Context: an optimization exercise on an open-source flow, tuned for small area, a short achievable clock period and few clock cycles per item. The choices shown serve that exercise and are no tape-out recipe.
Only simulation tests tie the RTL to the original design; equivalence was not proved.

$ cat config.mk
export PLATFORM = sky130hd
export DESIGN_NAME = rational_add_mul_reduce
export DESIGN_NICKNAME = rational_add_mul_reduce
export VERILOG_FILES = /design/flow/design.v
export SDC_FILE = /design/flow/constraint.sdc
export NUM_CORES = 4
export LEC_CHECK = 0
export CAP_MARGIN = 20
export CORE_MARGIN = 2
export CORE_UTILIZATION = 50
export SLEW_MARGIN = 20
$ cat constraint.sdc
create_clock -name core_clock -period 11.0 [get_ports {clk_i}]
set_input_delay 2.2000 -clock core_clock [delete_from_list [all_inputs] [get_ports {clk_i}]]
set_output_delay 2.2000 -clock core_clock [all_outputs]
set_load 0.01 [all_outputs]
$ cat design.v
package ramr_pkg;
  localparam int unsigned NST  = 10;
  localparam int unsigned IDLE = 0;
  localparam int unsigned ABS  = 1;
  localparam int unsigned EUC  = 2;
  localparam int unsigned FIN  = 3;
  localparam int unsigned MUL  = 4;
  localparam int unsigned T1   = 5;
  localparam int unsigned C1   = 6;
  localparam int unsigned C2   = 7;
  localparam int unsigned C3   = 8;
  localparam int unsigned OUT  = 9;
  typedef enum logic [1:0] {
    G_FIRST,
    G_PROD,
    G_SUM
  } gcd_e;
endpackage
module ramr_div (
  input  logic [15:0] v_i,
  output logic [15:0] abs_o
);
  assign abs_o = v_i[15] ? (16'd0 - v_i) : v_i;
endmodule
module rational_add_mul_reduce (
  input  logic               clk_i,
  input  logic               rst_ni,
  input  logic               in_valid_i,
  output logic               in_stall_o,
  input  logic signed [15:0] first_num_i,
  input  logic signed [15:0] first_den_i,
  input  logic signed [15:0] second_num_i,
  input  logic signed [15:0] second_den_i,
  output logic               out_valid_o,
  input  logic               out_stall_i,
  output logic signed [15:0] reduced_num_o,
  output logic signed [15:0] reduced_den_o,
  output logic signed [31:0] sum_num_o,
  output logic signed [30:0] sum_den_o,
  output logic signed [30:0] prod_num_o,
  output logic signed [30:0] prod_den_o,
  output logic               reduce_undefined_o,
  output logic               sum_undefined_o,
  output logic               prod_undefined_o
);
  logic [ramr_pkg::NST-1:0] st_q, st_d;
  ramr_pkg::gcd_e gi_q, gi_d;
  logic [31:0] a_q, a_d, b_q, b_d;
  logic [31:0] sa_q, sa_d, sb_q, sb_d;
  logic [32:0] ta_q, ta_d, tb_q, tb_d;
  logic [4:0]  j_q, j_d;
  logic        jz_q, jz_d, up_q, up_d, k_q, k_d, pass_q, pass_d;
  logic        sx_q, sx_d, sy_q, sy_d;      
  logic        ssn_q, ssn_d, ssd_q, ssd_d;  
  logic        subs_q, subs_d, subt_q, subt_d;
  logic        az_q;
  logic [15:0] rn_q, rn_d, rd_q, rd_d;
  logic [31:0] pn_q, pn_d;                  
  logic [30:0] pd_q, pd_d;
  logic        ru_q, ru_d, pu_q, pu_d, su_q, su_d;
  logic [32:0] d1;        
  logic [33:0] d2;        
  logic [34:0] d4;        
  logic        ge, ge2, ge4, bz;
  logic [31:0] ss;
  logic [32:0] tt;
  logic        gate_a, gate_b, sub_s, sub_t;
  logic [31:0] sa_op, sb_op;
  logic [32:0] ta_op, tb_op;
  logic [15:0] absx, absy;
  ramr_div u_absx (.v_i(rn_q), .abs_o(absx));
  ramr_div u_absy (.v_i(rd_q), .abs_o(absy));
  assign d1  = {1'b0, a_q} - {1'b0, b_q};
  assign d2  = {2'b0, a_q} - {1'b0, b_q, 1'b0};
  assign ge  = ~d1[32];
  assign ge2 = ~d2[33];
  assign d4  = {3'b0, a_q} - {1'b0, b_q, 2'b0};
  assign ge4 = ~d4[34];
  assign bz  = (b_q == '0);
  logic s_idle, s_abs, s_euc, s_fin, s_mul, s_t1, s_c1, s_c2, s_c3, s_out;
  assign s_idle = st_q[ramr_pkg::IDLE];
  assign s_abs  = st_q[ramr_pkg::ABS];
  assign s_euc  = st_q[ramr_pkg::EUC];
  assign s_fin  = st_q[ramr_pkg::FIN];
  assign s_mul  = st_q[ramr_pkg::MUL];
  assign s_t1   = st_q[ramr_pkg::T1];
  assign s_c1   = st_q[ramr_pkg::C1];
  assign s_c2   = st_q[ramr_pkg::C2];
  assign s_c3   = st_q[ramr_pkg::C3];
  assign s_out  = st_q[ramr_pkg::OUT];
  logic bc_q, bc_d, m_add;
  assign m_add = s_mul & ((b_q[1:0] != 2'b00) | bc_q) & ~(b_q[1] & b_q[0] & bc_q);
  logic ga_q, gb_q, xs_q, xt_q, two_q;
  assign sub_s = xs_q;
  assign sub_t = xt_q;
  assign gate_a = ga_q;
  assign gate_b = gb_q;
  assign sa_op = gate_a ? '0 : sa_q;
  assign ta_op = gate_a ? '0 : ta_q;
  assign sb_op = gate_b ? '0 : two_q ? {sb_q[30:0], 1'b0} : sb_q;
  assign tb_op = gate_b ? '0 : two_q ? {tb_q[31:0], 1'b0} : tb_q;
  assign ss = sa_op + (sb_op ^ {32{sub_s}}) + {31'd0, sub_s};
  assign tt = ta_op + (tb_op ^ {33{sub_t}}) + {32'd0, sub_t};
  logic f_g1, f_gp, f_gs;
  assign f_g1 = s_fin & (gi_q == ramr_pkg::G_FIRST);
  assign f_gp = s_fin & (gi_q == ramr_pkg::G_PROD);
  assign f_gs = s_fin & (gi_q == ramr_pkg::G_SUM);
  logic e_end, e_up, e_up2, e_act, e_dn, e_sw, e_add;
  assign e_end = s_euc & up_q & bz;
  assign e_up2 = s_euc & up_q & ~bz & ge4;
  assign e_up  = s_euc & up_q & ~bz & ge2 & ~ge4;
  assign e_act = s_euc & ~(up_q & (bz | ge2));   
  assign e_dn  = e_act & ~jz_q;
  assign e_sw  = e_act & jz_q;
  assign e_add = e_dn & ge;
  logic r_zero;
  assign r_zero = ge ? (a_q == b_q) : (a_q == '0);
  logic ld_init;    
  assign ld_init = s_abs | s_c3 | f_gp;
  logic a_d1, a_b, a_abs, a_sa, a_pn;
  assign a_d1  = e_add;
  assign a_b   = e_sw | s_c1;
  assign a_abs = s_abs | f_g1;
  assign a_sa  = s_t1 | s_c3;
  assign a_pn  = f_gp;
  logic b_shl2, b_shl, b_shr, b_d1, b_a, b_abs, b_pd;
  assign b_shl2 = e_up2;
  assign b_shl = e_up;
  assign b_shr = e_dn;
  logic b_shr2;
  assign b_shr2 = s_mul;
  assign b_d1  = (e_sw & ge) | (s_c2 & b_q[31]);
  assign b_a   = (e_sw & ~ge) | s_t1 | s_c1;
  assign b_abs = s_abs | f_g1;
  assign b_pd  = f_gp;
  logic sa_ss, sa_sb, sa_one, sa_zero;
  assign sa_ss   = e_add | m_add | s_c2 | f_gs;
  assign sa_sb   = e_sw | s_c1;
  assign sa_one  = ld_init;
  assign sa_zero = f_g1 | s_t1;
  logic sb_shl2, sb_shl, sb_shr, sb_ss, sb_sa, sb_zero, sb_bd, sb_bn;
  assign sb_shl2 = e_up2 | s_mul;
  assign sb_shl  = e_up;
  assign sb_shr  = e_dn;
  assign sb_ss   = e_sw & ge;
  assign sb_sa   = (e_sw & ~ge) | s_c1;
  assign sb_zero = ld_init;
  assign sb_bd   = f_g1;
  assign sb_bn   = s_t1;
  logic ta_tt, ta_tb, ta_zero;
  assign ta_tt   = e_add | m_add | f_gs;
  assign ta_tb   = e_sw | s_c1;
  assign ta_zero = ld_init | f_g1;
  logic tb_shl2, tb_shl, tb_shr, tb_tt, tb_ta, tb_one, tb_bn, tb_bd;
  assign tb_shl2 = e_up2 | s_mul;
  assign tb_shl = e_up;
  assign tb_shr = e_dn;
  assign tb_tt  = e_sw & ge;
  assign tb_ta  = (e_sw & ~ge) | s_c1;
  assign tb_one = ld_init;
  assign tb_bn  = f_g1;
  assign tb_bd  = s_t1;
  logic [31:0] sext_bn, sext_bd;
  assign sext_bn = {{16{pn_q[15]}}, pn_q[15:0]};
  assign sext_bd = {{16{pd_q[15]}}, pd_q[15:0]};
  always_comb begin
    a_d = a_q;
    if (a_d1)  a_d = d1[31:0];
    else if (a_b)     a_d = b_q;
    else if (a_abs)   a_d = {16'd0, absx};
    else if (a_sa)    a_d = sa_q;
    else if (a_pn)    a_d = pn_q;
    b_d = b_q;
    if (b_shl2) b_d = {b_q[29:0], 2'b0};
    else if (b_shl) b_d = {b_q[30:0], 1'b0};
    else if (b_shr)   b_d = {1'b0, b_q[31:1]};
    else if (b_shr2)  b_d = {2'b0, b_q[31:2]};
    else if (b_d1)    b_d = d1[31:0];
    else if (b_a)     b_d = a_q;
    else if (b_abs)   b_d = {16'd0, absy};
    else if (b_pd)    b_d = {1'b0, pd_q};
    sa_d = sa_q;
    if (sa_ss) sa_d = ss;
    else if (sa_sb)   sa_d = sb_q;
    else if (sa_one)  sa_d = 32'd1;
    else if (sa_zero) sa_d = '0;
    sb_d = sb_q;
    if (sb_shl2) sb_d = {sb_q[29:0], 2'b0};
    else if (sb_shl) sb_d = {sb_q[30:0], 1'b0};
    else if (sb_shr)   sb_d = {1'b0, sb_q[31:1]};
    else if (sb_ss)    sb_d = ss;
    else if (sb_sa)    sb_d = sa_q;
    else if (sb_zero)  sb_d = '0;
    else if (sb_bd)    sb_d = sext_bd;
    else if (sb_bn)    sb_d = sext_bn;
    ta_d = ta_q;
    if (ta_tt) ta_d = tt;
    else if (ta_tb)   ta_d = tb_q;
    else if (ta_zero) ta_d = '0;
    tb_d = tb_q;
    if (tb_shl2) tb_d = {tb_q[30:0], 2'b0};
    else if (tb_shl) tb_d = {tb_q[31:0], 1'b0};
    else if (tb_shr)   tb_d = {1'b0, tb_q[32:1]};
    else if (tb_tt)    tb_d = tt;
    else if (tb_ta)    tb_d = ta_q;
    else if (tb_one)   tb_d = 33'd1;
    else if (tb_bn)    tb_d = {sext_bn[31], sext_bn};
    else if (tb_bd)    tb_d = {sext_bd[31], sext_bd};
  end
  always_comb begin
    rn_d = rn_q; rd_d = rd_q; pn_d = pn_q; pd_d = pd_q;
    ru_d = ru_q; pu_d = pu_q; su_d = su_q;
    if (s_idle) begin
      rn_d = first_num_i;
      rd_d = first_den_i;
      pn_d[15:0] = second_num_i;
      pd_d[15:0] = second_den_i;
    end
    if (f_g1) begin
      rn_d = tt[15:0];
      rd_d = ss[15:0];
      ru_d = az_q;
    end
    if (s_c2) pn_d = tt[31:0];
    if (s_c3) pd_d = b_q[30:0];
    if (f_gp) begin
      pn_d = {1'b0, tt[30:0]};
      pd_d = ss[30:0];
      pu_d = az_q;
    end
    if (f_gs) su_d = az_q;
  end
  always_comb begin
    st_d   = '0;
    gi_d   = gi_q;
    j_d    = j_q;
    jz_d   = jz_q;
    up_d   = up_q;
    k_d    = k_q;
    pass_d = pass_q;
    sx_d   = sx_q;  sy_d  = sy_q;
    ssn_d  = ssn_q; ssd_d = ssd_q;
    subs_d = subs_q;
    subt_d = subt_q;
    bc_d   = 1'b0;
    if (s_idle) begin
      if (in_valid_i) st_d[ramr_pkg::ABS] = 1'b1;
      else            st_d[ramr_pkg::IDLE] = 1'b1;
    end
    if (s_abs) begin
      sx_d = rn_q[15];
      sy_d = rd_q[15];
      gi_d = ramr_pkg::G_FIRST;
      st_d[ramr_pkg::EUC] = 1'b1;
    end
    if (s_euc) begin
      if (e_end) begin
        subs_d = ~k_q & (sx_q ^ sy_q);
        subt_d =  k_q & (sx_q ^ sy_q);
        st_d[ramr_pkg::FIN] = 1'b1;
      end else if (e_sw & r_zero) begin
        subs_d =  k_q & (sx_q ^ sy_q);
        subt_d = ~k_q & (sx_q ^ sy_q);
        st_d[ramr_pkg::FIN] = 1'b1;
      end else begin
        st_d[ramr_pkg::EUC] = 1'b1;
      end
      if (e_up) begin
        j_d  = j_q + 5'd1;
        jz_d = 1'b0;
      end
      if (e_up2) begin
        j_d  = j_q + 5'd2;
        jz_d = 1'b0;
      end
      if (e_dn) begin
        j_d  = j_q - 5'd1;
        jz_d = (j_q == 5'd1);
        up_d = 1'b0;
      end
      if (e_sw) begin
        k_d  = ~k_q;
        up_d = 1'b1;
      end
    end
    if (s_fin) begin
      case (gi_q)
        ramr_pkg::G_FIRST: begin
          pass_d = 1'b0;
          subs_d = sy_q;
          subt_d = sy_q;
          st_d[ramr_pkg::MUL] = 1'b1;
        end
        ramr_pkg::G_PROD: begin
          sx_d = ssn_q;
          sy_d = ssd_q;
          gi_d = ramr_pkg::G_SUM;
          st_d[ramr_pkg::EUC] = 1'b1;
        end
        default: st_d[ramr_pkg::OUT] = 1'b1;
      endcase
    end
    if (s_mul) begin
      bc_d = b_q[1];
      if ((b_q[31:2] == '0) && !b_q[1]) begin
        if (pass_q) st_d[ramr_pkg::C1] = 1'b1;
        else        st_d[ramr_pkg::T1] = 1'b1;
      end else begin
        st_d[ramr_pkg::MUL] = 1'b1;
      end
    end
    if (s_t1) begin
      pass_d = 1'b1;
      subs_d = sx_q;
      subt_d = sx_q;
      st_d[ramr_pkg::MUL] = 1'b1;
    end
    if (s_c1) st_d[ramr_pkg::C2] = 1'b1;
    if (s_c2) begin
      ssn_d = tb_q[32];
      ssd_d = b_q[31];
      sx_d  = sb_q[31];
      sy_d  = b_q[31];
      st_d[ramr_pkg::C3] = 1'b1;
    end
    if (s_c3) begin
      gi_d = ramr_pkg::G_PROD;
      st_d[ramr_pkg::EUC] = 1'b1;
    end
    if (s_out) begin
      if (out_stall_i) st_d[ramr_pkg::OUT] = 1'b1;
      else             st_d[ramr_pkg::IDLE] = 1'b1;
    end
    if (ld_init) begin
      j_d  = '0;
      jz_d = 1'b1;
      up_d = 1'b1;
      k_d  = 1'b0;
      subs_d = 1'b0;
      subt_d = 1'b0;
    end
  end
  logic [1:0] nb;
  logic       nbc, nsgn, n_neg, n_two;
  always_comb begin
    if (s_mul) begin
      nb   = b_q[3:2];
      nbc  = b_q[1];
      nsgn = pass_q ? sx_q : sy_q;
    end else if (s_t1) begin
      nb   = a_q[1:0];
      nbc  = 1'b0;
      nsgn = sx_q;
    end else begin
      nb   = absy[1:0];
      nbc  = 1'b0;
      nsgn = sy_q;
    end
  end
  assign n_neg = nb[1] & ~(nb[0] & nbc);
  assign n_two = ((nb == 2'b01) & nbc) | ((nb == 2'b10) & ~nbc);
  always_ff @(posedge clk_i) begin
    ga_q  <= st_d[ramr_pkg::FIN] | st_d[ramr_pkg::C2];
    gb_q  <= st_d[ramr_pkg::FIN] & (a_q == '0) & ~e_sw;
    two_q <= st_d[ramr_pkg::MUL] & n_two;
    xs_q  <= st_d[ramr_pkg::MUL] ? (nsgn ^ n_neg) :
             st_d[ramr_pkg::C2]  ? sa_q[31] :
             st_d[ramr_pkg::FIN] & subs_d;
    xt_q  <= st_d[ramr_pkg::MUL] ? (nsgn ^ n_neg) :
             st_d[ramr_pkg::C2]  ? ta_q[32] :
             st_d[ramr_pkg::FIN] & subt_d;
  end
  always_ff @(posedge clk_i or negedge rst_ni) begin
    if (!rst_ni) begin
      st_q <= ramr_pkg::NST'(1) << ramr_pkg::IDLE;
    end else begin
      st_q <= st_d;
    end
  end
  always_ff @(posedge clk_i) begin
    gi_q   <= gi_d;
    a_q    <= a_d;   b_q  <= b_d;
    sa_q   <= sa_d;  sb_q <= sb_d;
    ta_q   <= ta_d;  tb_q <= tb_d;
    j_q    <= j_d;   jz_q <= jz_d; up_q <= up_d; k_q <= k_d; pass_q <= pass_d;
    sx_q   <= sx_d;  sy_q <= sy_d; ssn_q <= ssn_d; ssd_q <= ssd_d;
    subs_q <= subs_d; subt_q <= subt_d; bc_q <= bc_d;
    az_q   <= (a_q == '0) & ~e_sw;
    rn_q   <= rn_d;  rd_q <= rd_d; pn_q <= pn_d; pd_q <= pd_d;
    ru_q   <= ru_d;  pu_q <= pu_d; su_q <= su_d;
  end
  assign in_stall_o         = ~s_idle;
  assign out_valid_o        = s_out;
  assign reduced_num_o      = rn_q;
  assign reduced_den_o      = rd_q;
  assign sum_num_o          = ta_q[31:0];
  assign sum_den_o          = sa_q[30:0];
  assign prod_num_o         = pn_q[30:0];
  assign prod_den_o         = pd_q;
  assign reduce_undefined_o = ru_q;
  assign sum_undefined_o    = su_q;
  assign prod_undefined_o   = pu_q;
endmodule
$ cat flow/run.sh
#!/bin/bash
set -euo pipefail
bash standard.sh SETUP_SLACK_MARGIN=7 finish > make_finish.log 2>&1
$ cat standard.sh
#!/bin/bash
# synth_recipe.tcl (not shown) runs the flow's synth.tcl, then flattens the netlist and writes it again
# the make line also repeats each setting of config.mk as NAME=value (left out here)
make -C /OpenROAD-flow-scripts/flow DESIGN_CONFIG=/design/flow/config.mk WORK_HOME=/design/flow/orfs CLKGATE_MAP_FILE= SYNTH_SCRIPT=/design/flow/synth_recipe.tcl "${@:-finish}"
==> results of run 1 <==
[synthesized netlist by cell type (9+ instances only)]
| cell type | number |
|---|---|
| sky130_fd_sc_hd__dfxtp_1 | 28 |
| sky130_fd_sc_hd__xor2_1 | 118 |
| sky130_fd_sc_hd__a31o_2 | 12 |
| sky130_fd_sc_hd__a2bb2oi_1 | 9 |
| sky130_fd_sc_hd__a21o_1 | 48 |
| sky130_fd_sc_hd__buf_2 | 24 |
| sky130_fd_sc_hd__a211o_1 | 22 |
| sky130_fd_sc_hd__o211ai_1 | 32 |
| sky130_fd_sc_hd__o22ai_1 | 15 |
| sky130_fd_sc_hd__o21ai_0 | 282 |
| sky130_fd_sc_hd__inv_1 | 78 |
| sky130_fd_sc_hd__a211oi_1 | 73 |
| sky130_fd_sc_hd__or3_1 | 12 |
| sky130_fd_sc_hd__nand2_1 | 343 |
| sky130_fd_sc_hd__clkbuf_1 | 185 |
| sky130_fd_sc_hd__buf_4 | 97 |
| sky130_fd_sc_hd__and3_1 | 15 |
| sky130_fd_sc_hd__nand3_1 | 121 |
| sky130_fd_sc_hd__nor2_1 | 282 |
| sky130_fd_sc_hd__o31ai_1 | 21 |
| sky130_fd_sc_hd__o41ai_1 | 9 |
| sky130_fd_sc_hd__buf_1 | 15 |
| sky130_fd_sc_hd__nor2b_1 | 92 |
| sky130_fd_sc_hd__nor4_1 | 21 |
| sky130_fd_sc_hd__ha_1 | 160 |
| sky130_fd_sc_hd__a221o_1 | 9 |
| sky130_fd_sc_hd__a31oi_1 | 14 |
| sky130_fd_sc_hd__a222oi_1 | 26 |
| sky130_fd_sc_hd__xnor2_1 | 71 |
| sky130_fd_sc_hd__nand4_1 | 28 |
| sky130_fd_sc_hd__a221oi_1 | 52 |
| sky130_fd_sc_hd__dfrtp_1 | 9 |
| sky130_fd_sc_hd__a311oi_1 | 13 |
| sky130_fd_sc_hd__nor3_1 | 60 |
| sky130_fd_sc_hd__a21oi_1 | 282 |
| sky130_fd_sc_hd__o21bai_1 | 13 |
| sky130_fd_sc_hd__mux2i_1 | 128 |
| sky130_fd_sc_hd__nand2b_1 | 25 |
| sky130_fd_sc_hd__a22oi_1 | 15 |
| sky130_fd_sc_hd__o21a_1 | 16 |
| sky130_fd_sc_hd__edfxtp_1 | 287 |
[area by class of cell]
type | instances | area [sq um] | share of cell area (%)
clock inverters | 24 | 245.2 | 0.7029
well taps | 748 | 935.9 | 2.683
diodes | 2 | 5.005 | 0.01435
clock buffers | 46 | 1045 | 2.995
inverters | 80 | 304.0 | 0.8715
multi-input cells | 2584 | 18010 | 51.63
repair buffers | 475 | 4891 | 14.02
flip-flops and latches | 325 | 9448 | 27.08
[stage by stage]
step / hold slack [ns] / std cells / setup slack, ns / area (sq um)
final: 0.4513 / 4284 / 6.887 / 34890
after global routing: 0.4598 / 4282 / 6.880 / 34880
after CTS: 0.4508 / 4185 / 6.952 / 33390
after detailed placement: 0.4375 / 4003 / 4.450 / 30170
after global placement: 0.4348 / 4003 / 4.604 / 30170
after floorplan: 0.3519 / 3301 / 6.928 / 28130
[logic make-up after synthesis]
group,synth area share [%]
and+or+nand+nor,17.31
DFF,33.66
muxes,4.654
xor gates and xnor gates,5.909
AOI/OAI and AO/OA,24.29
adders and majority gates,7.360
buffers and inverters,6.820
[state kept, by name, summed over array words and instances, names as in the netlist, 2 cells and up]
name	cells
b_q	32
sb_q	32
rd_q	16
pd_q	31
tb_q	33
gi_q	2
ta_q	33
sa_q	32
rn_q	16
pn_q	32
a_q	32
st_q	10
j_q	5
[worst max-delay path: stages, from the launching register on]
cell	delay, ns
sky130_fd_sc_hd__dfxtp_4	0.45
sky130_fd_sc_hd__buf_16	0.18
sky130_fd_sc_hd__mux2i_1	0.20
sky130_fd_sc_hd__nor2_1	0.07
sky130_fd_sc_hd__xor2_1	0.16
sky130_fd_sc_hd__ha_1	0.38
sky130_fd_sc_hd__and3_1	0.22
sky130_fd_sc_hd__a2111oi_4	0.49
sky130_fd_sc_hd__a21oi_4	0.15
sky130_fd_sc_hd__a21boi_4	0.21
sky130_fd_sc_hd__o221a_4	0.23
sky130_fd_sc_hd__o21ai_2	0.08
sky130_fd_sc_hd__a221oi_2	0.35
sky130_fd_sc_hd__mux2i_1	0.29
sky130_fd_sc_hd__a21oi_1	0.10
sky130_fd_sc_hd__a221o_1	0.27
[repair_timing]
action                                  in CTS  in global routing
endpoints found under the setup margin     461                358
gates resized for setup                    169                137
pin swaps                                   32                 70
buffers inserted                            94                 90
gates cloned                                18                  7
[routing by layer]
metal	part of all wire, %	vias to the layer above	wire (microns)	track usage, %
met5	0.047	-	64	0
met4	8.6	10	11660	29.47
met3	12	672	16360	10.83
met2	43	2402	58310	67.67
met1	36	14270	48740	55.99
li1	-	12630	-	-
[how the worst max path moves through the flow]
stage,end,slack (ns)
floorplan,tb_q[32]$_DFFE_PP_,6.93
global placement,sa_q[24]$_DFFE_PP_,4.60
detailed placement,sa_q[27]$_DFFE_PP_,4.45
CTS,tb_q[32]$_DFFE_PP_,6.95
global route,ta_q[30]$_DFFE_PP_,6.88
finish,tb_q[32]$_DFFE_PP_,6.89
==> notes.md, run 1 <==
- The worst hold path cell count is 0.
- The largest fanout of any net on the critical path is 9.
- After synthesis, flip-flops and latches occupy between 30% and 40% of the total area.
- The die width is 240.7 microns.
- The relative slew slack is between 30% and 40%.
- The number of antenna violations at the first check in global routing is 12.
- The synthesized area divided by synthesized cell count is 8.487 sq um.
- The clock insertion delay at the later pin of the skew report is 0.61 ns.
- The startpoint of the lowest-slack hold path is az_q$_DFF_P_.
- The die covers 57940 sq um.
- In this run the count of I/O pins placed on the die edge is 230.
- The detail route stage leaves a number of antenna-violating nets equal to 0.
- The worst path arrival time is between 4 and 5 ns.
- The top cell type's share of synthesized area is a little under a third.
- The chip height is around 240 microns.
- The number of cell rows is between 80 and 90.
- Summed over all layers, the routed wires come to 135.1 mm.
- The final-report hold violation count is 0.
- The endpoint required time on the critical path is between 10 and 15 ns.
- The end of the worst hold path is pu_q$_DFFE_PP_.
- Hold repair after CTS inserted 0 buffers.
- The number of nets at the end of the flow is 3737.
- TritonCTS built the clock tree.
- The type of the worst setup path is reg -> reg.
- The initial cell density of the core is 50.75%.
- The type of element capturing the critical path is a flop.
- After global routing the overflow that remains totals 0.
- The number of global-route vias before repair is roughly 27000.
- The global placement routability congestion is ~1.0.
- After legalization and detailed placement, the total HPWL measured 89.25 mm.
- Subtracting the final worst setup slack from the clock period gives roughly 4.1 ns.
- The layout overhead on the synthesized area is 24.53%.
- The max-slew violation total from the final report is 0.
- Among all flip-flop cells after synthesis, the most frequent one is sky130_fd_sc_hd__edfxtp_1.
- Setup violations remaining at the end of the flow were counted as 0.
- The number of cells on the worst reg-to-reg path is 15.
- Setup repair after global routing could not meet its margin everywhere.
- The terminus of the critical flop-to-flop path is tb_q[32]$_DFFE_PP_.
- The worst register-to-register path begins at two_q$_DFF_P_.
- The most frequent standard cell in the layout excluding fill and tap cells is sky130_fd_sc_hd__nand2_1.
- The worst-margin pin slew is roughly 0.95 ns.
- The worst hold path belongs to the class reg -> reg.
- The library cells used most frequently in the layout, excluding fill and tap cells, are 334 x sky130_fd_sc_hd__nand2_1, 287 x sky130_fd_sc_hd__edfxtp_1, 268 x sky130_fd_sc_hd__a21oi_1.
- The netlist area before placement is about 28000 sq um.
- The post-synthesis cell type with the largest combined area is sky130_fd_sc_hd__edfxtp_1.
- In this run, the number of DRC markers left after iteration 0 of detailed routing was between 4000 and 5000.
- After filler insertion, the fill cell instance count of the layout stands at ~4800.
- Tracing the worst setup path back leads to its startpoint at two_q$_DFF_P_.
- The number of buffers on the longest clock path is 3.
- The core region is 55200 sq um.
- The clock sink total is 325.
- The aggregate negative setup slack is 0 ns.
- The startpoint type of the worst setup path is a flop.
- Yosys attributes the largest share of cell area to sky130_fd_sc_hd__edfxtp_1 31%, sky130_fd_sc_hd__ha_1 7.1%, sky130_fd_sc_hd__a21oi_1 5.0%.
- The pin count of the biggest net entering global routing is roughly 80.
- The max-cap check violation count is 0.
- The first global-routing pass estimated approximately 190 mm of wire.
- The final period utilization is between 30% and 40%.
- The final core utilization is roughly 63%.
- After detailed routing, the number of vias per cell comes to 6.999.
- On the final layout, the worst clock skew is approximately 0.028 ns.
- Buffers inserted during clock tree synthesis total 40.
- Dividing the detail-routed wire length by the instance count gives around 32 microns.
- In this run, synthesis inferred between 200 and 300 flip-flops with an integrated enable.
- Of the cells placed in the final design, the portion with a size suffix greater than 1 is ~15%.
- Clock-pin slew was measured on the worst setup and hold paths at around 0.06 ns.
- Counting flops and latches in the post-synthesis netlist gives between 300 and 400.
- Of all flip-flops after synthesis, the portion carrying an async set or reset was 3.077%.
- The setup slack of the worst register-to-register path is ~7 ns.
- The count of input and output buffers is between 200 and 250.
- The synthesized net count is about 3500.
- In this run, distinct cell masters in the synthesized netlist total 90.
- The H-tree generated during clock tree synthesis spans 2 levels.
- For this run, the number of Yosys warnings is 1.
- The synthesized instance count is roughly 3300.
- The run finished with no timing, DRC or antenna violations.
- The detailed-route via count is 29990.
- The number of remaining DRC errors is 0.
- Global routing used between 40 and 50% of the available tracks.
- The maximum achievable frequency is 243.1 MHz.
- The number of search-and-repair iterations in the first detailed-routing pass is 13.
- The tree is rooted in a sky130_fd_sc_hd__clkbuf_16.
Testbench counts, summed over its fixed seeds: cycles 258,755, items 2,400.
==> run 2, diff against run 1 <==
--- a/design.v
+++ b/design.v
@@ -90,11 +90,11 @@
   assign s_out  = st_q[ramr_pkg::OUT];
   logic bc_q, bc_d, m_add;
   assign m_add = s_mul & ((b_q[1:0] != 2'b00) | bc_q) & ~(b_q[1] & b_q[0] & bc_q);
-  logic ga_q, gb_q, xs_q, xt_q, two_q;
+  logic ga_q, xs_q, xt_q, two_q;
   assign sub_s = xs_q;
   assign sub_t = xt_q;
   assign gate_a = ga_q;
-  assign gate_b = gb_q;
+  assign gate_b = 1'b0;
   assign sa_op = gate_a ? '0 : sa_q;
   assign ta_op = gate_a ? '0 : ta_q;
   assign sb_op = gate_b ? '0 : two_q ? {sb_q[30:0], 1'b0} : sb_q;
@@ -116,7 +116,9 @@
   logic r_zero;
   assign r_zero = ge ? (a_q == b_q) : (a_q == '0);
   logic ld_init;    
+  logic init_nz;    
   assign ld_init = s_abs | s_c3 | f_gp;
+  assign init_nz = s_abs ? (rn_q != '0) : s_c3 ? (sa_q != '0) : (pn_q != '0);
   logic a_d1, a_b, a_abs, a_sa, a_pn;
   assign a_d1  = e_add;
   assign a_b   = e_sw | s_c1;
@@ -135,9 +137,9 @@
   assign b_pd  = f_gp;
   logic sa_ss, sa_sb, sa_one, sa_zero;
   assign sa_ss   = e_add | m_add | s_c2 | f_gs;
-  assign sa_sb   = e_sw | s_c1;
+  assign sa_sb   = e_sw;
   assign sa_one  = ld_init;
-  assign sa_zero = f_g1 | s_t1;
+  assign sa_zero = f_g1 | s_t1 | s_c1;
   logic sb_shl2, sb_shl, sb_shr, sb_ss, sb_sa, sb_zero, sb_bd, sb_bn;
   assign sb_shl2 = e_up2 | s_mul;
   assign sb_shl  = e_up;
@@ -149,8 +151,8 @@
   assign sb_bn   = s_t1;
   logic ta_tt, ta_tb, ta_zero;
   assign ta_tt   = e_add | m_add | f_gs;
-  assign ta_tb   = e_sw | s_c1;
-  assign ta_zero = ld_init | f_g1;
+  assign ta_tb   = e_sw;
+  assign ta_zero = ld_init | f_g1 | s_c1;
   logic tb_shl2, tb_shl, tb_shr, tb_tt, tb_ta, tb_one, tb_bn, tb_bd;
   assign tb_shl2 = e_up2 | s_mul;
   assign tb_shl = e_up;
@@ -203,7 +205,7 @@
     else if (tb_shr)   tb_d = {1'b0, tb_q[32:1]};
     else if (tb_tt)    tb_d = tt;
     else if (tb_ta)    tb_d = ta_q;
-    else if (tb_one)   tb_d = 33'd1;
+    else if (tb_one)   tb_d = {32'd0, init_nz};
     else if (tb_bn)    tb_d = {sext_bn[31], sext_bn};
     else if (tb_bd)    tb_d = {sext_bd[31], sext_bd};
   end
@@ -360,8 +362,7 @@
   assign n_neg = nb[1] & ~(nb[0] & nbc);
   assign n_two = ((nb == 2'b01) & nbc) | ((nb == 2'b10) & ~nbc);
   always_ff @(posedge clk_i) begin
-    ga_q  <= st_d[ramr_pkg::FIN] | st_d[ramr_pkg::C2];
-    gb_q  <= st_d[ramr_pkg::FIN] & (a_q == '0) & ~e_sw;
+    ga_q  <= st_d[ramr_pkg::FIN];
     two_q <= st_d[ramr_pkg::MUL] & n_two;
     xs_q  <= st_d[ramr_pkg::MUL] ? (nsgn ^ n_neg) :
              st_d[ramr_pkg::C2]  ? sa_q[31] :
==> flow/run.sh (replaced) <==
#!/bin/bash
set -euo pipefail
bash standard.sh SETUP_SLACK_MARGIN=7 \
  "BUFFER_PORTS_ARGS=-buffer_cell sky130_fd_sc_hd__buf_4" finish > make_finish.log 2>&1
==> notes.md, run 2 <==
- The number of warnings reported in the yosys synthesis log is 1 (unchanged).
- The aggregate negative setup slack is 0 ns (unchanged).
- The number of cells on the worst reg-to-reg path was 14 (-1).
- The global placement routability congestion was 0.9740 (-5.6%).
- The post-detailed-route count of antenna-violating nets is 0 (unchanged).
- The compound-gate portion of the synthesized area is 25.80% (+1.5 points).
- The die outline area was 57680 sq um (-0.45%).
- The combinational family with the most area after synthesis is compound AO/OA/AOI/OAI gates.
- The synthesized instance count is 3192 (-3.3%).
- The violation count after the first detailed-routing iteration was 3853 (-17%).
- The clock period minus final worst setup slack was 4.093 ns (-0.02004 ns).
- The hold-fix buffer count after cts is 0 (unchanged).
- The largest clock skew in the final design is 0.02877 ns (+0.0003982 ns).
- The top cell type's share of synthesized area is 30.91% (+0.14 points).
- The average wire per cell in the routed design was 29.84 microns (-5.4%).
- The most critical setup path has its startpoint at b_q[15]$_DFFE_PP_.
- The sequential-to-total area share from yosys stat is 33.67% (about the same).
- The area share of fa/ha/maj cells after synthesis came to 7.394% (+0.034 points).
- The number of cell rows came to 86 (unchanged).
- The worst path buffer plus inverter count came to 4 (+3).
- The synthesized design spends more area on one cell type than any other, namely sky130_fd_sc_hd__edfxtp_1.
- The detailed-placement wirelength estimate came to 82.80 mm (-7.2%).
- The tightest min-delay check is of the reg -> reg type.
- Compared with the post-synthesis result, the final layout area differs by 18.49%.
- The dominant cell type by count on the critical path is sky130_fd_sc_hd__buf_4.
- The clock sink total is 323 (-0.62%).
- The netlist area before placement is 27890 sq um (-0.46%).
- The cell sitting at the root of the clock tree is a sky130_fd_sc_hd__clkbuf_16.
- The max-cap check violation count is 0 (unchanged).
- The maximum level of the CTS H-tree came to 2 (unchanged).
- The number of buffers on the longest clock path was 3 (unchanged).
- The largest registers in the layout are ta_q: 33 flops, tb_q: 33 flops.
- The worst path arrival time is 4.55 ns (+0.09 ns).
- The pre-CTS setup slack came to 5.839 ns (+1.389 ns).
- The sum of overflow across all layers after global routing is 0 (unchanged).
- The synthesized area divided by synthesized cell count is 8.736 sq um (+2.9%).
- The post-layout instance area is 33040 sq um (-5.3%).
- The number of nets at the end of the flow came to 3562 (-4.7%).
- By area the synthesized netlist is led by sky130_fd_sc_hd__edfxtp_1 31%, sky130_fd_sc_hd__ha_1 7.2%, sky130_fd_sc_hd__a21oi_1 4.6%.
- The number of search-and-repair iterations in the first detailed-routing pass is 9 (-4).
- The run finished with no timing, DRC or antenna violations.
- By instance count, the leading cell after synthesis is sky130_fd_sc_hd__edfxtp_1.
- The clock insertion delay at the later pin of the skew report is 0.60 ns (about the same).
- The endpoint required time on the critical path is 11.46 ns (+0.11 ns).
- The setup slack of the worst register-to-register path is 6.91 ns (+0.02 ns).
- The max-slew violation total from the final report was 0 (unchanged).
- The count of input and output buffers was 229 (unchanged).
- The synthesis-stage register bit count is 323 (-0.62%).
- The floorplan core area is 55090 sq um (-0.19%).
- Among all stages on the critical path, the largest delay is contributed by sky130_fd_sc_hd__o22ai_1.
- The final-report hold violation count came to 0 (unchanged).
- The number of distinct library cells after synthesis is 97 (+7.8%).
- The synthesized net count is 3423 (-3.1%).
- By count the netlist is led by 287 x sky130_fd_sc_hd__edfxtp_1, 268 x sky130_fd_sc_hd__nand2_1, 254 x sky130_fd_sc_hd__a21oi_1, 248 x sky130_fd_sc_hd__o21ai_0, 193 x sky130_fd_sc_hd__nor2_1.
- The library cells used most frequently in the layout, excluding fill and tap cells, are 365 x sky130_fd_sc_hd__buf_4, 287 x sky130_fd_sc_hd__edfxtp_1, 260 x sky130_fd_sc_hd__nand2_1.
- The simple-gate share of the synthesized area is 15.63% (-1.7 points).
- The total setup violations reported at the end of the flow was 0 (unchanged).
- The final period utilization is 37.21% (-0.18 points).
- The worst-case setup margin in the final layout was 6.907 ns (+0.02004 ns).
- The worst-margin pin slew is 1.143 ns (+0.1932 ns).
- The critical path is of the reg -> reg type.
- The maximum achievable frequency is 244.3 MHz (+0.49%).
- The clock slew seen by the registers of the worst setup and hold paths came to 0.06 ns (about the same).
- STA classifies the critical path startpoint as a flop.
- The die width came to 240.2 microns (-0.23%).
- The pin count of the biggest net entering global routing is 83 (+1.2%).
- The share of the synthesized netlist area taken by xor and xnor gates came to 5.779% (-0.13 points).
- The total cell area at the placement stage was 29400 sq um (-2.6%).
- The number of buffers inserted during clock tree synthesis is 40 (unchanged).
- The chip height was 240.2 microns (-0.23%).
- The total detailed-routing wirelength is 122.7 mm (-9.2%).
- The largest fanout of any net on the critical path is 8 (-1).
- The critical path goes through inv_1 -> ha_1 -> a21oi_1 -> o211ai_1 -> a211o_1 -> a41oi_4 -> buf_4 -> o21ai_4 -> buf_4 -> buf_4 -> a21oi_1 -> nand3_1 -> o22ai_1 -> a211o_1.
- The number of enable flip-flop cells after synthesis is 287 (unchanged).
- The initial cell density of the core is 50.62% (-0.13 points).
- The proportion of layout cells with a drive suffix above 1 is 19.13% (+4.2 points).
- The number of ports placed on the die boundary came to 230 (unchanged).
- In this run the critical register-to-register path is launched from b_q[15]$_DFFE_PP_.
- The number of vias per cell is 6.870 (-1.8%).
- The cell family with the largest share of critical-path delay is compound AO/OA/AOI/OAI gates.
- The global-route wire length before repair is 173.3 mm (-7.6%).
- The relative slew slack is 23.26% (-13 points).
- The detailed-route via count is 28260 (-5.8%).
- The delay contributed by the slowest stage of the critical path is 0.56 ns (+0.07 ns).
- The number of antenna violations at the first check in global routing came to 1 (-11).
- The post-synthesis mux area share was 4.814% (+0.16 points).
- The critical path ends at b_q[13]$_DFFE_PP_.
- The share of async-settable or async-resettable flops after synthesis is 3.096% (+0.019 points).
- The number of global-route vias before repair was 26460 (-3.3%).
- Among all flip-flop cells after synthesis, the most frequent one is sky130_fd_sc_hd__edfxtp_1.
- Setup repair after global routing could not meet its margin everywhere.
- STA classifies the critical path endpoint as a flop.
- The total track usage is 40.38% (-4.0 points).
- The terminus of the critical flop-to-flop path is b_q[13]$_DFFE_PP_.
- The library cell used most frequently in the layout, excluding fill and tap cells, is sky130_fd_sc_hd__buf_4.
- The number of remaining DRC errors is 0 (unchanged).
- TritonCTS built the clock tree.
- The cell count along the critical path came to 14 (-1).
## run 2: cell types whose count changed after synthesis, moves of 34 or more
cell	delta
sky130_fd_sc_hd__xnor2_1	+64
sky130_fd_sc_hd__nand2_1	-75
sky130_fd_sc_hd__nor2_1	-89
sky130_fd_sc_hd__clkbuf_1	-37
sky130_fd_sc_hd__o21ai_0	-34
sky130_fd_sc_hd__xor2_1	-69
## run 2: per-stage QoR
| step | std cells | hold slack (ns) | util, % |
|---|---|---|---|
| 2_1_floorplan | 3192 | 0.4053 | - |
| 3_3_place_gp | 3901 | 0.4729 | 53.36 |
| 3_5_place_dp | 3901 | 0.4873 | 53.37 |
| 4_1_cts | 4030 | 0.4969 | 57.96 |
| 5_1_grt | 4109 | 0.5392 | 59.96 |
| 6_report | 4113 | 0.5189 | 59.97 |
## run 2: kinds of logic (layout without fill, tap and decap cells)
family | Yosys count | count (layout)
xor gates and xnor gates | 184 | 184
other | 0 | 4
and+or+nand+nor | 899 | 903
DFF | 323 | 323
buffers and inverters | 398 | 562
muxes | 133 | 133
AOI/OAI and AO/OA | 1092 | 1093
adders and majority gates | 163 | 163
## run 2: worst register-to-register path, delay by kind of cell, from the launching register on
kind	cells	cell delay [ns]
AOI/OAI and AO/OA	8	1.98
adders and majority gates	1	0.29
buffers and inverters	4	0.71
DFF	1	0.45
and+or+nand+nor	1	0.53
## run 2: worst min path at each step
| stage | endpoint | slack, ns | start | cells after the start |
|---|---|---|---|---|
| final | gi_q[1]$_SDFF_PP0_ | 0.52 | gi_q[1]$_SDFF_PP0_ | 2 |
| after global routing | up_q$_SDFFE_PN1P_ | 0.54 | up_q$_SDFFE_PN1P_ | 1 |
| after CTS | gi_q[1]$_SDFF_PP0_ | 0.50 | gi_q[1]$_SDFF_PP0_ | 2 |
| after detailed placement | gi_q[1]$_SDFF_PP0_ | 0.49 | gi_q[1]$_SDFF_PP0_ | 2 |
| after global placement | gi_q[1]$_SDFF_PP0_ | 0.47 | gi_q[1]$_SDFF_PP0_ | 2 |
| after floorplan | st_q[8]$_DFF_PN0_ | 0.41 | st_q[7]$_DFF_PN0_ | 0 |
## run 2: final cells by class
type,instances,area [sq um]
multi-input cells,2476,17460
clock buffers,56,1132
well taps,748,935.9
flip-flops and latches,323,9415
clock inverters,16,193.9
inverters,81,306.5
repair buffers,409,3587
diodes,4,10.01
fillers,4888,22050
## run 2: metal layers
layer,share of wire (%),GRT usage [%]
met3,11,9.334
met5,0,0
met2,45,62.46
met1,38,52.61
met4,6.1,21.19
## run 2: repair_timing
action / CTS / global route
cloned: 9 / 10
gates resized for setup: 137 / 89
endpoints found under the setup margin: 445 / 379
buffers inserted: 48 / 69
pin swaps: 29 / 37
Testbench counts of run 2, summed over its fixed seeds: cycles 258,755, items 2,400.
==> run 3, diff against run 2 <==
--- a/design.v
+++ b/design.v
@@ -88,17 +88,22 @@
   assign s_c2   = st_q[ramr_pkg::C2];
   assign s_c3   = st_q[ramr_pkg::C3];
   assign s_out  = st_q[ramr_pkg::OUT];
-  logic bc_q, bc_d, m_add;
-  assign m_add = s_mul & ((b_q[1:0] != 2'b00) | bc_q) & ~(b_q[1] & b_q[0] & bc_q);
-  logic ga_q, xs_q, xt_q, two_q;
+  logic bc_q, bc_d, m_add, m_sh1, m_bc;
+  logic [1:0] m_n4;
+  assign m_n4  = b_q[1:0] + {1'b0, bc_q};
+  assign m_add = s_mul & m_n4[0];
+  assign m_sh1 = (m_n4 == 2'd2);
+  assign m_bc  = (m_n4 == 2'd3) | ((m_n4 == 2'd0) & b_q[1] & b_q[0] & bc_q) |
+                 ((m_n4 == 2'd2) & b_q[0] & bc_q);
+  logic ga_q, xs_q, xt_q;
   assign sub_s = xs_q;
   assign sub_t = xt_q;
   assign gate_a = ga_q;
   assign gate_b = 1'b0;
   assign sa_op = gate_a ? '0 : sa_q;
   assign ta_op = gate_a ? '0 : ta_q;
-  assign sb_op = gate_b ? '0 : two_q ? {sb_q[30:0], 1'b0} : sb_q;
-  assign tb_op = gate_b ? '0 : two_q ? {tb_q[31:0], 1'b0} : tb_q;
+  assign sb_op = gate_b ? '0 : sb_q;
+  assign tb_op = gate_b ? '0 : tb_q;
   assign ss = sa_op + (sb_op ^ {32{sub_s}}) + {31'd0, sub_s};
   assign tt = ta_op + (tb_op ^ {33{sub_t}}) + {32'd0, sub_t};
   logic f_g1, f_gp, f_gs;
@@ -128,9 +133,9 @@
   logic b_shl2, b_shl, b_shr, b_d1, b_a, b_abs, b_pd;
   assign b_shl2 = e_up2;
   assign b_shl = e_up;
-  assign b_shr = e_dn;
+  assign b_shr = e_dn | (s_mul & m_sh1);
   logic b_shr2;
-  assign b_shr2 = s_mul;
+  assign b_shr2 = s_mul & ~m_sh1;
   assign b_d1  = (e_sw & ge) | (s_c2 & b_q[31]);
   assign b_a   = (e_sw & ~ge) | s_t1 | s_c1;
   assign b_abs = s_abs | f_g1;
@@ -141,8 +146,8 @@
   assign sa_one  = ld_init;
   assign sa_zero = f_g1 | s_t1 | s_c1;
   logic sb_shl2, sb_shl, sb_shr, sb_ss, sb_sa, sb_zero, sb_bd, sb_bn;
-  assign sb_shl2 = e_up2 | s_mul;
-  assign sb_shl  = e_up;
+  assign sb_shl2 = e_up2 | (s_mul & ~m_sh1);
+  assign sb_shl  = e_up | (s_mul & m_sh1);
   assign sb_shr  = e_dn;
   assign sb_ss   = e_sw & ge;
   assign sb_sa   = (e_sw & ~ge) | s_c1;
@@ -154,8 +159,8 @@
   assign ta_tb   = e_sw;
   assign ta_zero = ld_init | f_g1 | s_c1;
   logic tb_shl2, tb_shl, tb_shr, tb_tt, tb_ta, tb_one, tb_bn, tb_bd;
-  assign tb_shl2 = e_up2 | s_mul;
-  assign tb_shl = e_up;
+  assign tb_shl2 = e_up2 | (s_mul & ~m_sh1);
+  assign tb_shl = e_up | (s_mul & m_sh1);
   assign tb_shr = e_dn;
   assign tb_tt  = e_sw & ge;
   assign tb_ta  = (e_sw & ~ge) | s_c1;
@@ -303,8 +308,8 @@
       endcase
     end
     if (s_mul) begin
-      bc_d = b_q[1];
-      if ((b_q[31:2] == '0) && !b_q[1]) begin
+      bc_d = m_bc;
+      if (((m_sh1 ? b_q[31:1] : {1'b0, b_q[31:2]}) == '0) && !m_bc) begin
         if (pass_q) st_d[ramr_pkg::C1] = 1'b1;
         else        st_d[ramr_pkg::T1] = 1'b1;
       end else begin
@@ -342,12 +347,12 @@
       subt_d = 1'b0;
     end
   end
-  logic [1:0] nb;
-  logic       nbc, nsgn, n_neg, n_two;
+  logic [1:0] nb, nn4;
+  logic       nbc, nsgn, n_neg;
   always_comb begin
     if (s_mul) begin
-      nb   = b_q[3:2];
-      nbc  = b_q[1];
+      nb   = m_sh1 ? b_q[2:1] : b_q[3:2];
+      nbc  = m_bc;
       nsgn = pass_q ? sx_q : sy_q;
     end else if (s_t1) begin
       nb   = a_q[1:0];
@@ -359,11 +364,10 @@
       nsgn = sy_q;
     end
   end
-  assign n_neg = nb[1] & ~(nb[0] & nbc);
-  assign n_two = ((nb == 2'b01) & nbc) | ((nb == 2'b10) & ~nbc);
+  assign nn4   = nb + {1'b0, nbc};
+  assign n_neg = (nn4 == 2'd3);
   always_ff @(posedge clk_i) begin
     ga_q  <= st_d[ramr_pkg::FIN];
-    two_q <= st_d[ramr_pkg::MUL] & n_two;
     xs_q  <= st_d[ramr_pkg::MUL] ? (nsgn ^ n_neg) :
              st_d[ramr_pkg::C2]  ? sa_q[31] :
              st_d[ramr_pkg::FIN] & subs_d;
==> notes.md, run 3 <==
- The flow ran to the end and the layout has no timing, DRC or antenna violations.
- The slowest stage cell on the critical path is sky130_fd_sc_hd__a21oi_2.
- The final period utilization is 36.87% (-0.34 points).
- The final-report hold violation count is 0 (unchanged).
- The top cell type's share of synthesized area is 31.57% (+0.66 points).
- The average wire per cell in the routed design was 29.24 microns (-2.0%).
- The area growth from synthesis to layout is 17.25%.
- The maximum achievable frequency is 246.5 MHz (+0.92%).
- The relative slew slack came to 21.76% (-1.5 points).
- The total setup violations reported at the end of the flow is 0 (unchanged).
- The most frequent standard cell in the layout excluding fill and tap cells is sky130_fd_sc_hd__nand2_1.
- The number of cells on the worst reg-to-reg path is 13 (-1).
- The global placement routability congestion is 0.9846 (+1.1%).
- The total track usage came to 40.14% (-0.23 points).
- The clock insertion delay at the later pin of the skew report is 0.58 ns (-0.02 ns).
- The synthesis-stage register bit count came to 324 (+0.31%).
- The biggest area contributor in the post-synthesis netlist is sky130_fd_sc_hd__edfxtp_1.
- The violation count after the first detailed-routing iteration is 3808 (-1.2%).
- The max-cap check violation count came to 0 (unchanged).
- The sum of overflow across all layers after global routing was 0 (unchanged).
- The number of vias per cell is 6.846 (-0.35%).
- The startpoint of the worst register-to-register path is b_q[15]$_DFFE_PP_.
- The die width is 237.7 microns (-1.0%).
- The total detailed-routing wirelength is 119.8 mm (-2.4%).
- The number of distinct library cells after synthesis is 92 (-5.2%).
- The count of input and output buffers came to 229 (unchanged).
- The commonest cells after synthesis are 383 x sky130_fd_sc_hd__nand2_1, 309 x sky130_fd_sc_hd__o21ai_0, 294 x sky130_fd_sc_hd__a21oi_1, 287 x sky130_fd_sc_hd__edfxtp_1, 171 x sky130_fd_sc_hd__nor2_1.
- The worst hold path terminates at st_q[5]$_DFF_PN0_.
- The clock period minus final worst setup slack is 4.056 ns (-0.03734 ns).
- The global-route wire length before repair came to 170.4 mm (-1.7%).
- The worst path arrival time is 4.50 ns (-0.05 ns).
- The synthesized net count came to 3465 (+1.2%).
- The terminus of the critical flop-to-flop path is b_q[31]$_DFFE_PP_.
- The max-slew violation total from the final report is 0 (unchanged).
- Among all flip-flop cells after synthesis, the most frequent one is sky130_fd_sc_hd__edfxtp_1.
- The sequential-to-total area share from yosys stat is 34.47% (+0.79 points).
- The largest fanout of any net on the critical path was 12 (+4).
- The aggregate negative setup slack is 0 ns (unchanged).
- The number of remaining DRC errors is 0 (unchanged).
- The number of ports placed on the die boundary is 230 (unchanged).
- The worst-margin pin slew was 1.170 ns (+0.02672 ns).
- The area taken by multi-input logic gates was 16700 sq um (-4.4%).
- CTS placed an instance of sky130_fd_sc_hd__clkbuf_16 at the clock tree root.
- The number of buffers on the longest clock path came to 3 (unchanged).
- The number of enable flip-flop cells after synthesis was 287 (unchanged).
- The initial cell density of the core is 50.63% (about the same).
- The die outline area came to 56490 sq um (-2.1%).
- The dominant cell type by count on the critical path is sky130_fd_sc_hd__buf_4.
- The endpoint required time on the critical path is 11.45 ns (about the same).
- The proportion of layout cells with a drive suffix above 1 was 18.00% (-1.1 points).
- The worst slack on hold paths is 0.4598 ns (-0.05912 ns).
- By instance count, the leading cell after synthesis is sky130_fd_sc_hd__nand2_1.
- The number of buffers inserted during clock tree synthesis is 40 (unchanged).
- The number of warnings reported in the yosys synthesis log is 1 (unchanged).
- The floorplan core area is 53920 sq um (-2.1%).
- The detailed-placement wirelength estimate is 81.68 mm (-1.4%).
- The area taken by flip-flops and latches is 9428 sq um (+0.13%).
- The number of filler instances in the final layout was 4772 (-2.4%).
- The number of global-route vias before repair was 25940 (-2.0%).
- The startpoint type of the worst setup path is a flop.
- The clock tree from TritonCTS is yes.
- The final core utilization is 59.37% (-0.61 points).
- The pin count of the biggest net entering global routing is 84 (+1.2%).
- The worst hold path cell count came to 1 (-1).
- The type of the worst min-delay path is reg -> reg.
- By startpoint and endpoint, the worst setup path is classified as reg -> reg.
- The largest clock skew in the final design is 0.02161 ns (-0.007155 ns).
- The startpoint identified for the worst hold timing path is pass_q$_SDFFE_PP1P_.
- The synthesized area divided by synthesized cell count is 8.447 sq um (-3.3%).
- The number of antenna violations at the first check in global routing was 3 (+2).
- STA classifies the critical path endpoint as a flop.
- The library cells used most frequently in the layout, excluding fill and tap cells, are 375 x sky130_fd_sc_hd__nand2_1, 359 x sky130_fd_sc_hd__buf_4, 303 x sky130_fd_sc_hd__o21ai_0.
- The delay contributed by the slowest stage of the critical path came to 0.82 ns (+0.26 ns).
- The maximum level of the CTS H-tree was 2 (unchanged).
- The chip height is 237.7 microns (-1.0%).
- Sorting the synthesized cells by area gives the leading types as sky130_fd_sc_hd__edfxtp_1 32%, sky130_fd_sc_hd__ha_1 7.4%, sky130_fd_sc_hd__o21ai_0 5.7%.
- Walking the worst path, the cells encountered are buf_4 -> nor4_2 -> nand4_1 -> buf_4 -> or4_4 -> o211ai_2 -> o21a_4 -> a211oi_4 -> buf_12 -> a21oi_2 -> a32oi_1 -> o21ai_1 -> mux2_2.
- The number of search-and-repair iterations in the first detailed-routing pass is 9 (unchanged).
- The netlist area before placement came to 27300 sq um (-2.1%).
- The detailed-route via count came to 28060 (-0.71%).
- The clock slew seen by the registers of the worst setup and hold paths is 0.06 ns (about the same).
- The number of nets at the end of the flow is 3604 (+1.2%).
- Setup repair after global routing could not meet its margin everywhere.
- The number of cell rows was 85 (-1.2%).
- The post-detailed-route count of antenna-violating nets was 0 (unchanged).
- The share of async-settable or async-resettable flops after synthesis is 3.086% (-0.0096 points).
- The setup slack of the worst register-to-register path was 6.94 ns (+0.04 ns).
- The largest registers in the layout are ta_q: 33 flops, tb_q: 33 flops.
- The clock sink total is 324 (+0.31%).
- The synthesized instance count is 3232 (+1.3%).
[run 3: cell types whose count changed after synthesis, sizes merged, moves of 18 or more]
cell | previous run | this run
nand2 | 268 | 385
mux2i | 124 | 34
o21ai | 274 | 346
xor2 | 49 | 118
xnor2 | 135 | 69
a21oi | 255 | 298
nor3 | 47 | 85
a221oi | 49 | 29
a211oi | 91 | 110
o22ai | 36 | 18
[run 3: layout make-up]
cell class / count / area share, %
multi-input combinational: 2529 / 52.17
inverter: 79 / 0.9381
clock buffer: 54 / 3.451
timing repair buffer: 397 / 10.85
antenna: 2 / 0.01563
clock inverter: 17 / 0.4026
sequential: 324 / 29.45
tap: 696 / 2.720
[run 3: logic make-up after synthesis]
| group | share of synthesized area, % |
|---|---|
| xor+xnor | 5.999 |
| mux | 1.329 |
| buf+inv | 6.929 |
| compound gates | 25.69 |
| simple gates | 17.94 |
| fa+ha+maj | 7.644 |
| flops | 34.47 |
[run 3: critical path: cells and delay by family (launching register included)]
kind	cells	cell delay, ns
AO/OA/AOI/OAI	6	1.71
flip-flops	1	0.49
multiplexers	1	0.16
AND/OR/NAND/NOR	3	1.01
buffers and inverters	3	0.55
[run 3: through the flow]
stage,cells,setup slack [ns],area [sq um]
2_1_floorplan,3232,7.011,27330
3_3_place_gp,3898,5.750,28750
3_5_place_dp,3898,5.707,28750
4_1_cts,4029,6.985,31050
5_1_grt,4096,6.906,32010
6_report,4098,6.944,32010
[run 3: per-layer routing]
| metal | part of all wire [%] | global-route usage [%] | wire length (microns) |
|---|---|---|---|
| met5 | 0.013 | 0 | 15 |
| met4 | 5.7 | 19.84 | 6810 |
| met3 | 11 | 8.315 | 13250 |
| met2 | 45 | 62.34 | 53460 |
| met1 | 39 | 53.25 | 46310 |
[run 3: timing repair]
item                                    CTS  global route
endpoints found under the setup margin  429           268
gates resized for setup                  97            86
gates cloned                             10             5
hold endpoints to repair                  0             0
hold buffers                              0             0
buffers inserted                         50            62
pin swaps                                15            21
[run 3: worst max-delay path by stage]
| stage | slack, ns | start | cells past startpoint | to |
|---|---|---|---|---|
| final | 6.94 | b_q[15]$_DFFE_PP_ | 13 | b_q[31]$_DFFE_PP_ |
| after global placement | 5.75 | b_q[13]$_DFFE_PP_ | 12 | sb_q[4]$_DFFE_PP_ |
| after global routing | 6.91 | st_q[8]$_DFF_PN0_ | 11 | tb_q[0]$_SDFFE_PP0P_ |
| after CTS | 6.98 | b_q[10]$_DFFE_PP_ | 15 | b_q[15]$_DFFE_PP_ |
| after floorplan | 7.01 | b_q[1]$_SDFFE_PP0P_ | 12 | ta_q[0]$_DFFE_PP_ |
| after detailed placement | 5.71 | b_q[14]$_DFFE_PP_ | 12 | sb_q[4]$_DFFE_PP_ |
Testbench counts of run 3, summed over its fixed seeds: cycles 262,350, items 2,400.
==> run 4, diff against run 3 <==
--- a/config.mk
+++ b/config.mk
@@ -7,5 +7,5 @@
 export LEC_CHECK = 0
 export CAP_MARGIN = 20
 export CORE_MARGIN = 2
-export CORE_UTILIZATION = 50
+export CORE_UTILIZATION = 60
 export SLEW_MARGIN = 20
==> notes.md, run 4 <==
- The largest registers in the layout are ta_q: 33 flops, tb_q: 33 flops.
- The type of the worst setup path is reg -> reg.
- STA classifies the critical path startpoint as a flop.
- The worst setup path is captured at a flop.
- The clock sink total was 324 (unchanged).
- The number of cell rows is 78 (-8.2%).
- The clock slew seen by the registers of the worst setup and hold paths came to 0.06 ns (about the same).
- The endpoint required time on the critical path is 11.27 ns (-0.18 ns).
- The relative slew slack was 21.41% (-0.35 points).
- The total detailed-routing wirelength is 115.8 mm (-3.3%).
- The violation count after the first detailed-routing iteration is 4274 (+12%).
- The non-filler instance count after layout is 4015 (-2.0%).
- The sequential-to-total area share from yosys stat is 34.47% (unchanged).
- The number of antenna violations at the first check in global routing is 1 (-2).
- The chip height is 217.3 microns (-8.6%).
- The largest clock skew in the final design came to 0.02572 ns (+0.004108 ns).
- The worst path arrival time was 4.30 ns (-0.20 ns).
- The run finished with no timing, DRC or antenna violations.
- The pre-CTS setup slack is 5.437 ns (-0.2694 ns).
- TritonCTS built the clock tree.
- The maximum achievable frequency was 248.2 MHz (+0.69%).
- The total setup violations reported at the end of the flow came to 0 (unchanged).
- The total track usage is 45.57% (+5.4 points).
- The pin count of the biggest net entering global routing came to 93 (+11%).
- The worst-margin pin slew is 1.176 ns (+0.006844 ns).
- The global placement routability congestion came to 1.080 (+9.6%).
- The clock insertion delay at the later pin of the skew report came to 0.59 ns (about the same).
- The synthesized area divided by synthesized cell count is 8.447 sq um (unchanged).
- The hold-fix buffer count after cts is 0 (unchanged).
- The tree is rooted in a sky130_fd_sc_hd__clkbuf_16.
- sky130_fd_sc_hd__edfxtp_1 takes more of the synthesized area than any other cell.
- The post-detailed-route count of antenna-violating nets is 0 (unchanged).
- The number of nets at the end of the flow came to 3616 (+0.33%).
- The sum of overflow across all layers after global routing was 0 (unchanged).
- The detailed-placement wirelength estimate is 76.30 mm (-6.6%).
- The global-route wire length before repair is 163.4 mm (-4.1%).
- The max-slew violation total from the final report came to 0 (unchanged).
- The number of warnings reported in the yosys synthesis log is 1 (unchanged).
- The number of distinct library cells after synthesis was 92 (unchanged).
- The final-report hold violation count is 0 (unchanged).
- The max-cap check violation count is 0 (unchanged).
- The most frequent standard cell in the layout excluding fill and tap cells is sky130_fd_sc_hd__nand2_1.
- The final core utilization was 71.08% (+12 points).
- The number of enable flip-flop cells after synthesis is 287 (unchanged).
- The number of ports placed on the die boundary is 230 (unchanged).
- The number of cells on the worst reg-to-reg path is 13 (unchanged).
- The share of async-settable or async-resettable flops after synthesis is 3.086% (unchanged).
- The synthesized net count was 3465 (unchanged).
- The number of placed instances with taps included is 3804 (-2.4%).
- The antenna diode count is 0 (-2).
- The proportion of layout cells with a drive suffix above 1 is 18.13% (+0.13 points).
- The die width is 217.3 microns (-8.6%).
- The synthesized instance count was 3232 (unchanged).
- The final period utilization was 36.62% (-0.25 points).
- The number of filler instances in the final layout was 3571 (-25%).
- The worst-case setup margin in the final layout is 6.972 ns (+0.02762 ns).
- The predominant post-synthesis flop cell is sky130_fd_sc_hd__edfxtp_1.
- The top cell type's share of synthesized area was 31.57% (unchanged).
- The average wire per cell in the routed design is 28.85 microns (-1.3%).
- In the layout the commonest cells are 377 x sky130_fd_sc_hd__nand2_1, 361 x sky130_fd_sc_hd__buf_4, 306 x sky130_fd_sc_hd__o21ai_0.
- From synthesis to final layout, the design area changed by 17.65%.
- Setup repair after global routing could not meet its margin everywhere.
- The number of buffers on the longest clock path is 3 (unchanged).
- The leading cell type by number of instances after synthesis is sky130_fd_sc_hd__nand2_1.
- The count of input and output buffers came to 229 (unchanged).
- The floorplan core area is 45190 sq um (-16%).
- The number of buffers inserted during clock tree synthesis was 40 (unchanged).
- By area the synthesized netlist is led by sky130_fd_sc_hd__edfxtp_1 32%, sky130_fd_sc_hd__ha_1 7.4%, sky130_fd_sc_hd__o21ai_0 5.7%.
- The synthesis-stage register bit count came to 324 (unchanged).
- The initial cell density of the core is 60.42% (+9.8 points).
- The netlist area before placement is 27300 sq um (unchanged).
- The die outline area came to 47220 sq um (-16%).
- The number of global-route vias before repair is 26600 (+2.6%).
- The number of vias per cell was 7.209 (+5.3%).
- The clock period minus final worst setup slack is 4.028 ns (-0.02762 ns).
- The worst hold path cell count is 0 (-1).
- The detailed-route via count is 28940 (+3.2%).
- The worst hold path belongs to the class reg -> reg.
- The maximum level of the CTS H-tree was 2 (unchanged).
- The number of remaining DRC errors is 0 (unchanged).
- Sorting the synthesized cells by how often they occur yields 383 x sky130_fd_sc_hd__nand2_1, 309 x sky130_fd_sc_hd__o21ai_0, 294 x sky130_fd_sc_hd__a21oi_1, 287 x sky130_fd_sc_hd__edfxtp_1, 171 x sky130_fd_sc_hd__nor2_1.
- The number of search-and-repair iterations in the first detailed-routing pass is 9 (unchanged).
- The aggregate negative setup slack was 0 ns (unchanged).
- The largest fanout of any net on the critical path came to 23 (+11).
- The worst slack on hold paths came to 0.4676 ns (+0.007771 ns).
[run 4: changes by cell type in the layout (fill, tap and decap cells not counted), sizes merged]
cell | previous run | this run
clkbuf | 59 | 57
nand2 | 385 | 387
clkinv | 14 | 13
clkinvlp | 2 | 5
nand2b | 19 | 21
bufinv | 2 | 3
diode | 2 | 0
inv | 78 | 81
buf | 388 | 399
a21oi | 299 | 298
nor2 | 180 | 177
[run 4: worst paths after layout]
kind	startpoint	to	slack, ns
min in group asynchronous	rst_ni	st_q[9]$_DFF_PN0_	1.46
worst max register to register	a_q[0]$_DFFE_PP_	b_q[15]$_DFFE_PP_	6.97
worst min-delay path	az_q$_DFF_P_	su_q$_DFFE_PP_	0.47
max in group asynchronous	rst_ni	st_q[0]$_DFF_PN1_	9.29
worst min register to register	az_q$_DFF_P_	su_q$_DFFE_PP_	0.47
worst max-delay path	a_q[0]$_DFFE_PP_	b_q[15]$_DFFE_PP_	6.97
[run 4: area by class of cell]
type | instances | area (sq um) | area share [%]
clock inverter | 23 | 209.0 | 0.6505
multi-input combinational | 2529 | 16680 | 51.92
timing repair buffer | 409 | 3656 | 11.38
sequential | 324 | 9423 | 29.34
clock buffer | 51 | 1104 | 3.436
tap | 600 | 750.7 | 2.337
inverter | 79 | 300.3 | 0.9349
[run 4: kinds of logic (layout without fill, tap and decap cells)]
| logic type | after synthesis | in the layout | share of synthesized area, % |
|---|---|---|---|
| AOI/OAI and AO/OA | 1105 | 1105 | 25.69 |
| xor gates and xnor gates | 187 | 187 | 5.999 |
| adders and majority gates | 165 | 165 | 7.644 |
| buffers and inverters | 384 | 562 | 6.929 |
| DFF | 324 | 324 | 34.47 |
| muxes | 36 | 36 | 1.329 |
| and+or+nand+nor | 1031 | 1036 | 17.94 |
[run 4: stage by stage]
step	cell area (sq um)
after CTS	31020
after floorplan	27330
after detailed placement	28630
final	32120
after global routing	32120
after global placement	28620
[run 4: repair_timing]
| action | CTS | global route |
|---|---|---|
| setup buffers | 52 | 65 |
| gates cloned | 8 | 11 |
| pin swaps | 13 | 32 |
| resized for setup | 102 | 85 |
| hold endpoints to repair | 0 | 0 |
| setup endpoints to repair | 405 | 308 |
[run 4: metal layers]
layer	vias to the layer above	GRT usage, %	part of all wire (%)
met5	-	0	0.010
met4	2	29.68	7.9
met1	13640	58.29	35
met2	2455	69.29	43
met3	595	10.57	13
li1	12250	-	-
[run 4: worst max-delay path, stage by stage (launching register included)]
cell and delay, ns:
sky130_fd_sc_hd__edfxtp_1 0.39, sky130_fd_sc_hd__inv_1 0.06, sky130_fd_sc_hd__ha_1 0.22, sky130_fd_sc_hd__fa_2 0.36
sky130_fd_sc_hd__nand2b_1 0.19, sky130_fd_sc_hd__a211oi_2 0.34, sky130_fd_sc_hd__o311ai_2 0.17, sky130_fd_sc_hd__and3_4 0.23
sky130_fd_sc_hd__o31a_1 0.24, sky130_fd_sc_hd__buf_4 0.17, sky130_fd_sc_hd__o211ai_2 0.20, sky130_fd_sc_hd__and2_4 0.44
sky130_fd_sc_hd__and3_4 0.42, sky130_fd_sc_hd__nand2b_2 0.26

-- separate check: timing with driven ports --
The results above use ideal ports. As a check the final layouts listed here were re-extracted and re-timed, cells and wires unchanged. Step 1 assumes that a clkbuf_16 drives the clock port and a buf_2 every other input. Step 2 times the ports against the registers' clock, not the clock port: input delays grow and output delays shrink by t, the midpoint of the rising clock arrivals with the driver on. Slacks: ideal / step 1 / step 2; pairs: ideal / step 1.
run | t, ns | slack for setup (ns) | slew at the worst register clock pin (ns)
run 1 | 0.666 | 6.887 / 6.887 / 6.887 | 0.07 / 0.07
run 2 | 0.639 | 6.907 / 6.907 / 6.907 | 0.06 / 0.06
run 3 | 0.641 | 6.944 / 6.944 / 6.944 | 0.07 / 0.07
run 4 | 0.645 | 6.972 / 6.972 / 6.972 | 0.07 / 0.07
After both steps every run listed still meets setup and hold.
